Context: an optimization exercise on an open-source flow, tuned for a short achievable clock period and few clock cycles. The choices shown serve that exercise and are no tape-out recipe.
In this exercise RTL edits were held to simulation tests only and were not proved equivalent to the original.

==> run D: inputs <==
==> flow/design.v <==
`timescale 1ns/1ns
module mem_fetch #(
    parameter int AW = 5,      
    parameter int PF = 8       
)
(
    input  logic        clk_in,
    input  logic        reset,
    input  logic [7:0]  mem_din,
    output logic [31:0] mem_a,
    input  logic        need,          
    input  logic [31:0] need_pc,
    output logic        fill_v,
    output logic [2**AW-1:0] fill_sel,   
    output logic [31:0] fill_pc,
    output logic [31:0] fill_word,
    output logic        fill_jal,
    output logic        fill_br,
    output logic [31:0] fill_tgt
);
    localparam logic [6:0] op_jal    = 7'b1101111;
    localparam logic [6:0] op_branch = 7'b1100011;
    logic [16:0] addr;        
    logic [16:0] addr_n;      
    logic        req_v;       
    logic [31:0] cur_pc;
    logic [1:0]  cur_off;
    logic        resp_v;      
    logic [31:0] resp_pc;
    logic [1:0]  resp_off;
    logic [23:0] bytes;
    logic        fin_v;       
    logic [31:0] fin_pc;
    logic        pf_ok_r;
    logic [31:0] w_imm;
    logic        busy_need;
    logic        start;
    logic [31:0] next_pc;
    logic [AW-1:0] ahead;     
    logic        pf_ok;
    logic        last;
    logic [31:0] w;
    logic        w_jal;
    logic        w_br;
    assign mem_a = {15'd0, addr};
    assign busy_need = (req_v && cur_pc == need_pc) ||
                       (resp_v && resp_off == 2'd3 && resp_pc == need_pc) ||
                       (fill_v && fill_pc == need_pc) ||
                       (fin_v && fin_pc == need_pc);
    assign start     = need && !busy_need;
    assign next_pc = cur_pc + 32'd4;
    assign ahead   = next_pc[AW+1:2] - need_pc[AW+1:2];
    assign pf_ok   = ahead < AW'(PF);
    always_ff @(posedge clk_in) begin
        pf_ok_r <= pf_ok;
    end
    always_ff @(posedge clk_in) begin
        if (reset) begin
            addr    <= 17'd0;
            addr_n  <= '1;
            req_v   <= 1'b1;
            cur_pc  <= 32'd0;
            cur_off <= 2'd0;
        end else if (start) begin
            addr    <= need_pc[16:0];
            addr_n  <= ~need_pc[16:0];
            req_v   <= 1'b1;
            cur_pc  <= need_pc;
            cur_off <= 2'd0;
        end else if (req_v && cur_off != 2'd3) begin
            addr    <= ~addr_n + 17'd1;
            addr_n  <= ~(~addr_n + 17'd1);
            cur_off <= cur_off + 2'd1;
        end else if (pf_ok_r) begin
            addr    <= next_pc[16:0];
            addr_n  <= ~next_pc[16:0];
            req_v   <= 1'b1;
            cur_pc  <= next_pc;
            cur_off <= 2'd0;
        end else begin
            req_v   <= 1'b0;
        end
    end
    assign last = resp_v && resp_off == 2'd3;
    always_ff @(posedge clk_in) begin
        if (reset) begin
            resp_v <= 1'b0;
            fill_v <= 1'b0;
            fill_sel <= '0;
            fin_v  <= 1'b0;
        end else begin
            resp_v <= req_v;
            fill_v <= last;
            fill_sel <= last ? (2**AW)'(1) << resp_pc[AW+1:2] : '0;
            fin_v  <= fill_v;
        end
        resp_pc  <= cur_pc;
        resp_off <= cur_off;
        fin_pc   <= fill_pc;
    end
    always_ff @(posedge clk_in) begin
        if (resp_v) begin
            bytes <= {mem_din, bytes[23:8]};
        end
    end
    always_ff @(posedge clk_in) begin
        if (resp_v && resp_off == 2'd0) begin
            w_jal <= mem_din[6:0] == op_jal;
            w_br  <= mem_din[6:0] == op_branch;
        end
    end
    assign w     = {mem_din, bytes};
    assign w_imm = w_jal ? {{12{w[31]}}, w[19:12], w[20], w[30:21], 1'b0}
                         : {{20{w[31]}}, w[7], w[30:25], w[11:8], 1'b0};
    always_ff @(posedge clk_in) begin
        if (last) begin
            fill_pc   <= resp_pc;
            fill_word <= w;
            fill_jal  <= w_jal;
            fill_br   <= w_br;
            fill_tgt  <= resp_pc + w_imm;
        end
    end
endmodule
`timescale 1ns/1ns
module inst_queue #(
    parameter int IW = 5               
)
(
    input  logic          clk_in,
    input  logic          reset,
    input  logic [2**IW-1:0] wr_sel,   
    input  logic [31:0]   wr_pc,
    input  logic [31:0]   wr_word,
    input  logic [31:0]   wr_tgt,
    input  logic          wr_jal,
    input  logic          wr_br,
    input  logic [63:0]   pred_taken,
    input  logic          rd_use_a,
    input  logic [31:0]   rd_pc_a,
    input  logic [31:0]   rd_pc_b,
    input  logic [2**IW-1:0] rd_sel,
    output logic          rd_hit,
    output logic [31:0]   rd_word,
    output logic [31:0]   rd_next,
    output logic [2**IW-1:0] rd_next_sel
);
    localparam int NL = 1 << IW;
    localparam int TW = 32 - IW;       
    logic          vld  [NL];
    logic [TW-1:0] tag  [NL];
    logic [31:0]   word [NL];
    logic [31:0]   tgt  [NL];
    logic          isj  [NL];
    logic          isb  [NL];
    logic [31:0]   lpc  [NL];          
    logic          take [NL];          
    logic [31:0]   nxt  [NL];          
    logic [NL-1:0] nsel [NL];          
    logic          mat_a [NL];         
    logic          mat_b [NL];         
    logic          hit_a;
    logic          hit_b;
    logic [TW-1:0] wr_tag;
    logic [TW-1:0] rd_tag_a;
    logic [TW-1:0] rd_tag_b;
    assign wr_tag = {wr_pc[31:IW+2], wr_pc[1:0]};
    assign rd_tag_a = {rd_pc_a[31:IW+2], rd_pc_a[1:0]};
    assign rd_tag_b = {rd_pc_b[31:IW+2], rd_pc_b[1:0]};
    always_comb begin
        for (int i = 0; i < NL; i++) begin
            lpc[i]  = {tag[i][TW-1:2], IW'(i), tag[i][1:0]};
            take[i] = isj[i] || (isb[i] && pred_taken[lpc[i][7:2]]);
            nxt[i]  = take[i] ? tgt[i] : lpc[i] + 32'd4;
            nsel[i] = take[i] ? NL'(1) << tgt[i][IW+1:2] : NL'(1) << IW'(i + 1);
            mat_a[i] = vld[i] && tag[i] == rd_tag_a;
            mat_b[i] = vld[i] && tag[i] == rd_tag_b;
        end
    end
    always_comb begin
        hit_a       = 1'b0;
        hit_b       = 1'b0;
        rd_word     = '0;
        rd_next     = '0;
        rd_next_sel = '0;
        for (int i = 0; i < NL; i++) begin
            hit_a       = hit_a       | (rd_sel[i] & mat_a[i]);
            hit_b       = hit_b       | (rd_sel[i] & mat_b[i]);
            rd_word     = rd_word     | ({32{rd_sel[i]}} & word[i]);
            rd_next     = rd_next     | ({32{rd_sel[i]}} & nxt[i]);
            rd_next_sel = rd_next_sel | ({NL{rd_sel[i]}} & nsel[i]);
        end
    end
    assign rd_hit = rd_use_a ? hit_a : hit_b;
    always_ff @(posedge clk_in) begin
        if (reset) begin
            for (int i = 0; i < NL; i++) begin
                vld[i] <= 1'b0;
            end
        end else begin
            for (int i = 0; i < NL; i++) begin
                if (wr_sel[i]) begin
                    vld[i] <= 1'b1;
                end
            end
        end
    end
    always_ff @(posedge clk_in) begin
        for (int i = 0; i < NL; i++) begin
            if (wr_sel[i]) begin
                tag[i]  <= wr_tag;
                word[i] <= wr_word;
                tgt[i]  <= wr_tgt;
                isj[i]  <= wr_jal;
                isb[i]  <= wr_br;
            end
        end
    end
endmodule
`timescale 1ns/1ns
module branch_predict
(
    input  logic        clk_in,
    input  logic        reset,
    input  logic        rdy_in,
    input  logic        bht_update,
    input  logic [31:0] bht_update_pc,
    input  logic        bht_update_taken,
    output logic [63:0] pred_taken
);
    logic [1:0] bht [64];
    always_comb begin
        for (int i = 0; i < 64; i++) begin
            pred_taken[i] = bht[i][1];
        end
    end
    always_ff @(posedge clk_in) begin
        for (int i = 0; i < 64; i++) begin
            if (reset) begin
                bht[i] <= 2'b01;
            end else if (rdy_in && bht_update && bht_update_pc[7:2] == 6'(i)) begin
                if (bht_update_taken && bht[i] != 2'b11) begin
                    bht[i] <= bht[i] + 2'b01;
                end else if (!bht_update_taken && bht[i] != 2'b00) begin
                    bht[i] <= bht[i] - 2'b01;
                end
            end
        end
    end
endmodule
`timescale 1ns/1ns
module cpu_frontend
(
    input  logic            clk_in,
    input  logic            reset,
    input  logic            rdy_in,
    input  logic [7:0]      mem_din,
    output logic [31:0]     mem_a,
    input  logic            issue_ready,
    input  logic            bht_update,
    input  logic [31:0] bht_update_pc,
    input  logic            bht_update_taken,
    output logic            inst_valid,
    output logic [31:0] inst_out,
    output logic [31:0] inst_pc,
    output logic [31:0] inst_next_pc
);
    localparam int IW = 5;
    localparam int NL = 1 << IW;
    logic        fill_v;
    logic [NL-1:0] fill_sel;
    logic [31:0] fill_pc;
    logic [31:0] fill_word;
    logic        fill_jal;
    logic        fill_br;
    logic [31:0] fill_tgt;
    logic [63:0] pred_taken;
    logic [31:0]   lk_pc;      
    logic [NL-1:0] lk_sel;     
    logic [31:0]   cur_pc;     
    logic [NL-1:0] cur_sel;
    logic [31:0]   pc;         
    logic [NL-1:0] sel;
    logic          valid_n;    
    logic          hit;
    logic [31:0]   word;
    logic [31:0]   next_pc;
    logic [NL-1:0] next_sel;
    logic          slot_free;
    mem_fetch #(.AW(IW)) u_mem_fetch (
        .clk_in    (clk_in),
        .reset     (reset),
        .mem_din   (mem_din),
        .mem_a     (mem_a),
        .need      (valid_n),
        .need_pc   (cur_pc),
        .fill_v    (fill_v),
        .fill_sel  (fill_sel),
        .fill_pc   (fill_pc),
        .fill_word (fill_word),
        .fill_jal  (fill_jal),
        .fill_br   (fill_br),
        .fill_tgt  (fill_tgt)
    );
    branch_predict u_branch_predict (
        .clk_in           (clk_in),
        .reset            (reset),
        .rdy_in           (rdy_in),
        .bht_update       (bht_update),
        .bht_update_pc    (bht_update_pc),
        .bht_update_taken (bht_update_taken),
        .pred_taken       (pred_taken)
    );
    inst_queue #(.IW(IW)) u_inst_queue (
        .clk_in      (clk_in),
        .reset       (reset),
        .wr_sel      (fill_sel),
        .wr_pc       (fill_pc),
        .wr_word     (fill_word),
        .wr_tgt      (fill_tgt),
        .wr_jal      (fill_jal),
        .wr_br       (fill_br),
        .pred_taken  (pred_taken),
        .rd_use_a    (valid_n),
        .rd_pc_a     (cur_pc),
        .rd_pc_b     (lk_pc),
        .rd_sel      (sel),
        .rd_hit      (hit),
        .rd_word     (word),
        .rd_next     (next_pc),
        .rd_next_sel (next_sel)
    );
    assign pc        = valid_n ? cur_pc  : lk_pc;
    assign sel       = valid_n ? cur_sel : lk_sel;
    assign slot_free = valid_n || (rdy_in && issue_ready);
    always_ff @(posedge clk_in) begin
        if (reset) begin
            inst_valid <= 1'b0;
            valid_n    <= 1'b1;
            cur_pc     <= 32'd0;
            cur_sel    <= NL'(1);
            lk_pc      <= 32'd0;
            lk_sel     <= NL'(1);
        end else if (slot_free) begin
            inst_valid <= hit;
            valid_n    <= !hit;
            cur_pc     <= pc;
            cur_sel    <= sel;
            lk_pc      <= next_pc;
            lk_sel     <= next_sel;
        end
    end
    always_ff @(posedge clk_in) begin
        if (slot_free) begin
            inst_out     <= word;
            inst_pc      <= pc;
            inst_next_pc <= next_pc;
        end
    end
endmodule
==> flow/run.sh <==
#!/bin/bash
# synth_recipe.tcl (not shown) runs the flow's synth.tcl, then flattens the netlist and writes it again
# the make line also repeats each setting of config.mk as NAME=value (left out here)
make -C /OpenROAD-flow-scripts/flow DESIGN_CONFIG=/design/flow/config.mk WORK_HOME=/design/flow/orfs CLKGATE_MAP_FILE= SYNTH_SCRIPT=/design/flow/synth_recipe.tcl finish
==> flow/config.mk <==
export PLATFORM = sky130hd
export DESIGN_NAME = cpu_frontend
export DESIGN_NICKNAME = cpu_frontend
export VERILOG_FILES = /design/flow/design.v
export SDC_FILE = /design/flow/constraint.sdc
export NUM_CORES = 4
export LEC_CHECK = 0
export ABC_CLOCK_PERIOD_IN_PS = 2500
export CAP_MARGIN = 30
export CORE_MARGIN = 2
export CORE_UTILIZATION = 35
export PLACE_DENSITY = 0.5
export SETUP_SLACK_MARGIN = 4.5
export SLEW_MARGIN = 30
export TNS_END_PERCENT = 20
==> flow/constraint.sdc <==
create_clock -name core_clock -period 8.0 [get_ports {clk_in}]
set_input_delay 1.6000 -clock core_clock [delete_from_list [all_inputs] [get_ports {clk_in}]]
set_output_delay 1.6000 -clock core_clock [all_outputs]
set_load 0.01 [all_outputs]
==> run Z (differences from run D) <==
==> flow/design.v, changed modules only <==
module mem_fetch #(
    parameter int AW = 5,      
    parameter int PF = 16      
)
(
    input  logic        clk_in,
    input  logic        reset,
    input  logic [7:0]  mem_din,
    output logic [31:0] mem_a,
    input  logic        need,          
    input  logic [31:0] need_pc,
    output logic        fill_v,
    output logic [31:0] fill_pc,
    output logic [31:0] fill_word,
    output logic        fill_jal,
    output logic        fill_br,
    output logic [31:0] fill_imm
);
    localparam logic [6:0] op_jal    = 7'b1101111;
    localparam logic [6:0] op_branch = 7'b1100011;
    logic [16:0] addr;        
    logic [16:0] addr_n;      
    logic        req_v;       
    logic [31:0] cur_pc;
    logic [1:0]  cur_off;
    logic        resp_v;      
    logic [31:0] resp_pc;
    logic [1:0]  resp_off;
    logic [23:0] bytes;
    logic        fin_v;       
    logic [31:0] fin_pc;
    logic        busy_need;
    logic        start;
    logic [31:0] next_pc;
    logic [AW-1:0] ahead;     
    logic        pf_ok;
    logic        last;
    logic [31:0] w;
    logic        w_jal;
    assign mem_a = {15'd0, addr};
    assign busy_need = (req_v && cur_pc == need_pc) ||
                       (resp_v && resp_off == 2'd3 && resp_pc == need_pc) ||
                       (fill_v && fill_pc == need_pc) ||
                       (fin_v && fin_pc == need_pc);
    assign start     = need && !busy_need;
    assign next_pc = cur_pc + 32'd4;
    assign ahead   = next_pc[AW+1:2] - need_pc[AW+1:2];
    assign pf_ok   = ahead < AW'(PF);
    always_ff @(posedge clk_in) begin
        if (reset) begin
            addr    <= 17'd0;
            addr_n  <= '1;
            req_v   <= 1'b1;
            cur_pc  <= 32'd0;
            cur_off <= 2'd0;
        end else if (start) begin
            addr    <= need_pc[16:0];
            addr_n  <= ~need_pc[16:0];
            req_v   <= 1'b1;
            cur_pc  <= need_pc;
            cur_off <= 2'd0;
        end else if (req_v && cur_off != 2'd3) begin
            addr    <= ~addr_n + 17'd1;
            addr_n  <= ~(~addr_n + 17'd1);
            cur_off <= cur_off + 2'd1;
        end else if (pf_ok) begin
            addr    <= next_pc[16:0];
            addr_n  <= ~next_pc[16:0];
            req_v   <= 1'b1;
            cur_pc  <= next_pc;
            cur_off <= 2'd0;
        end else begin
            req_v   <= 1'b0;
        end
    end
    assign last = resp_v && resp_off == 2'd3;
    always_ff @(posedge clk_in) begin
        if (reset) begin
            resp_v <= 1'b0;
            fill_v <= 1'b0;
            fin_v  <= 1'b0;
        end else begin
            resp_v <= req_v;
            fill_v <= last;
            fin_v  <= fill_v;
        end
        resp_pc  <= cur_pc;
        resp_off <= cur_off;
        fin_pc   <= fill_pc;
    end
    always_ff @(posedge clk_in) begin
        if (resp_v) begin
            bytes <= {mem_din, bytes[23:8]};
        end
    end
    assign w     = {mem_din, bytes};
    assign w_jal = w[6:0] == op_jal;
    always_ff @(posedge clk_in) begin
        if (last) begin
            fill_pc   <= resp_pc;
            fill_word <= w;
            fill_jal  <= w_jal;
            fill_br   <= w[6:0] == op_branch;
            fill_imm  <= w_jal ? {{12{w[31]}}, w[19:12], w[20], w[30:21], 1'b0}
                               : {{20{w[31]}}, w[7], w[30:25], w[11:8], 1'b0};
        end
    end
endmodule
module inst_queue #(
    parameter int IW = 5               
)
(
    input  logic          clk_in,
    input  logic          reset,
    input  logic          wr_en,
    input  logic [31:0]   wr_pc,
    input  logic [31:0]   wr_word,
    input  logic [31:0]   wr_tgt,
    input  logic          wr_jal,
    input  logic          wr_br,
    input  logic [63:0]   pred_taken,
    input  logic [31:0]   rd_pc,
    input  logic [2**IW-1:0] rd_sel,
    output logic          rd_hit,
    output logic [31:0]   rd_word,
    output logic [31:0]   rd_next,
    output logic [2**IW-1:0] rd_next_sel
);
    localparam int NL = 1 << IW;
    localparam int TW = 32 - IW;       
    logic          vld  [NL];
    logic [TW-1:0] tag  [NL];
    logic [31:0]   word [NL];
    logic [31:0]   tgt  [NL];
    logic          isj  [NL];
    logic          isb  [NL];
    logic [31:0]   lpc  [NL];          
    logic          take [NL];          
    logic [31:0]   nxt  [NL];          
    logic [NL-1:0] nsel [NL];          
    logic          mat  [NL];          
    logic [IW-1:0] wr_idx;
    logic [TW-1:0] wr_tag;
    logic [TW-1:0] rd_tag;
    assign wr_idx = wr_pc[IW+1:2];
    assign wr_tag = {wr_pc[31:IW+2], wr_pc[1:0]};
    assign rd_tag = {rd_pc[31:IW+2], rd_pc[1:0]};
    always_comb begin
        for (int i = 0; i < NL; i++) begin
            lpc[i]  = {tag[i][TW-1:2], IW'(i), tag[i][1:0]};
            take[i] = isj[i] || (isb[i] && pred_taken[lpc[i][7:2]]);
            nxt[i]  = take[i] ? tgt[i] : lpc[i] + 32'd4;
            nsel[i] = take[i] ? NL'(1) << tgt[i][IW+1:2] : NL'(1) << IW'(i + 1);
            mat[i]  = vld[i] && tag[i] == rd_tag;
        end
    end
    always_comb begin
        rd_hit      = 1'b0;
        rd_word     = '0;
        rd_next     = '0;
        rd_next_sel = '0;
        for (int i = 0; i < NL; i++) begin
            rd_hit      = rd_hit      | (rd_sel[i] & mat[i]);
            rd_word     = rd_word     | ({32{rd_sel[i]}} & word[i]);
            rd_next     = rd_next     | ({32{rd_sel[i]}} & nxt[i]);
            rd_next_sel = rd_next_sel | ({NL{rd_sel[i]}} & nsel[i]);
        end
    end
    always_ff @(posedge clk_in) begin
        if (reset) begin
            for (int i = 0; i < NL; i++) begin
                vld[i] <= 1'b0;
            end
        end else if (wr_en) begin
            vld[wr_idx] <= 1'b1;
        end
    end
    always_ff @(posedge clk_in) begin
        if (wr_en) begin
            tag[wr_idx]  <= wr_tag;
            word[wr_idx] <= wr_word;
            tgt[wr_idx]  <= wr_tgt;
            isj[wr_idx]  <= wr_jal;
            isb[wr_idx]  <= wr_br;
        end
    end
endmodule
module cpu_frontend
(
    input  logic            clk_in,
    input  logic            reset,
    input  logic            rdy_in,
    input  logic [7:0]      mem_din,
    output logic [31:0]     mem_a,
    input  logic            issue_ready,
    input  logic            bht_update,
    input  logic [31:0] bht_update_pc,
    input  logic            bht_update_taken,
    output logic            inst_valid,
    output logic [31:0] inst_out,
    output logic [31:0] inst_pc,
    output logic [31:0] inst_next_pc
);
    localparam int IW = 5;
    localparam int NL = 1 << IW;
    logic        fill_v;
    logic [31:0] fill_pc;
    logic [31:0] fill_word;
    logic        fill_jal;
    logic        fill_br;
    logic [31:0] fill_imm;
    logic [63:0] pred_taken;
    logic [31:0]   lk_pc;      
    logic [NL-1:0] lk_sel;     
    logic          valid_n;    
    logic          hit;
    logic [31:0]   word;
    logic [31:0]   next_pc;
    logic [NL-1:0] next_sel;
    logic          slot_free;
    mem_fetch #(.AW(IW)) u_mem_fetch (
        .clk_in    (clk_in),
        .reset     (reset),
        .mem_din   (mem_din),
        .mem_a     (mem_a),
        .need      (valid_n),
        .need_pc   (lk_pc),
        .fill_v    (fill_v),
        .fill_pc   (fill_pc),
        .fill_word (fill_word),
        .fill_jal  (fill_jal),
        .fill_br   (fill_br),
        .fill_imm  (fill_imm)
    );
    branch_predict u_branch_predict (
        .clk_in           (clk_in),
        .reset            (reset),
        .rdy_in           (rdy_in),
        .bht_update       (bht_update),
        .bht_update_pc    (bht_update_pc),
        .bht_update_taken (bht_update_taken),
        .pred_taken       (pred_taken)
    );
    inst_queue #(.IW(IW)) u_inst_queue (
        .clk_in      (clk_in),
        .reset       (reset),
        .wr_en       (fill_v),
        .wr_pc       (fill_pc),
        .wr_word     (fill_word),
        .wr_tgt      (fill_pc + fill_imm),
        .wr_jal      (fill_jal),
        .wr_br       (fill_br),
        .pred_taken  (pred_taken),
        .rd_pc       (lk_pc),
        .rd_sel      (lk_sel),
        .rd_hit      (hit),
        .rd_word     (word),
        .rd_next     (next_pc),
        .rd_next_sel (next_sel)
    );
    assign slot_free = valid_n || (rdy_in && issue_ready);
    always_ff @(posedge clk_in) begin
        if (reset) begin
            inst_valid <= 1'b0;
            valid_n    <= 1'b1;
            lk_pc      <= 32'd0;
            lk_sel     <= NL'(1);
        end else if (slot_free) begin
            inst_valid <= hit;
            valid_n    <= !hit;
            if (hit) begin
                lk_pc  <= next_pc;
                lk_sel <= next_sel;
            end
        end
    end
    always_ff @(posedge clk_in) begin
        if (slot_free) begin
            inst_out     <= word;
            inst_pc      <= lk_pc;
            inst_next_pc <= next_pc;
        end
    end
endmodule
- CAP_MARGIN: 30 -> 20
- CORE_UTILIZATION: 35 -> 55
- PLACE_DENSITY: 0.5 -> 0.65
- SETUP_SLACK_MARGIN: 4.5 -> 5
- SLEW_MARGIN: 30 -> 20
- TNS_END_PERCENT: 20 -> 5
==> notes <==
Run Z ended with an error in 5_1_grt (GRT-0232). Run D finished with timing, DRC and antenna clean. In run Z the synthesized cell count is smaller than in run D, by about 12%. Between run Z and run D, the lower area after synthesis is in run Z (gap about 9%, measured against run D).
Testbench counts of run D, summed over its fixed seeds: cycles 21,524.
Testbench counts of run Z, summed over its fixed seeds: cycles 21,736.

==> port drivers added, routing unchanged <==
No port has a modelled driver above. Below, the same layout with a new extraction and two added sets of constraints. Step 1: set_driving_cell puts a clkbuf_16 on clk_in and a buf_2 on each other input, an assumption about the parent block. Step 2, shift: input delay + t, output delay - t, t = (earliest + latest rising clock arrival at the registers) / 2. This alone moves slack from input paths to output paths. Three values: no drivers, after step 1, after step 2; two values: the first two.
run: run D
shift t [ns]: 1.146
setup slack, ns: 3.599 / 3.599 / 3.235
clock arrival spread, ns: 0.102 / 0.102
slew at the worst register clock pin (ns): 0.07 / 0.07
worst slew at a driven data input, ns: 0.13
After both steps run D still meets setup and hold. The setup slack of run D moves by 0.000 ns with the drivers and by -0.364 ns with both steps.
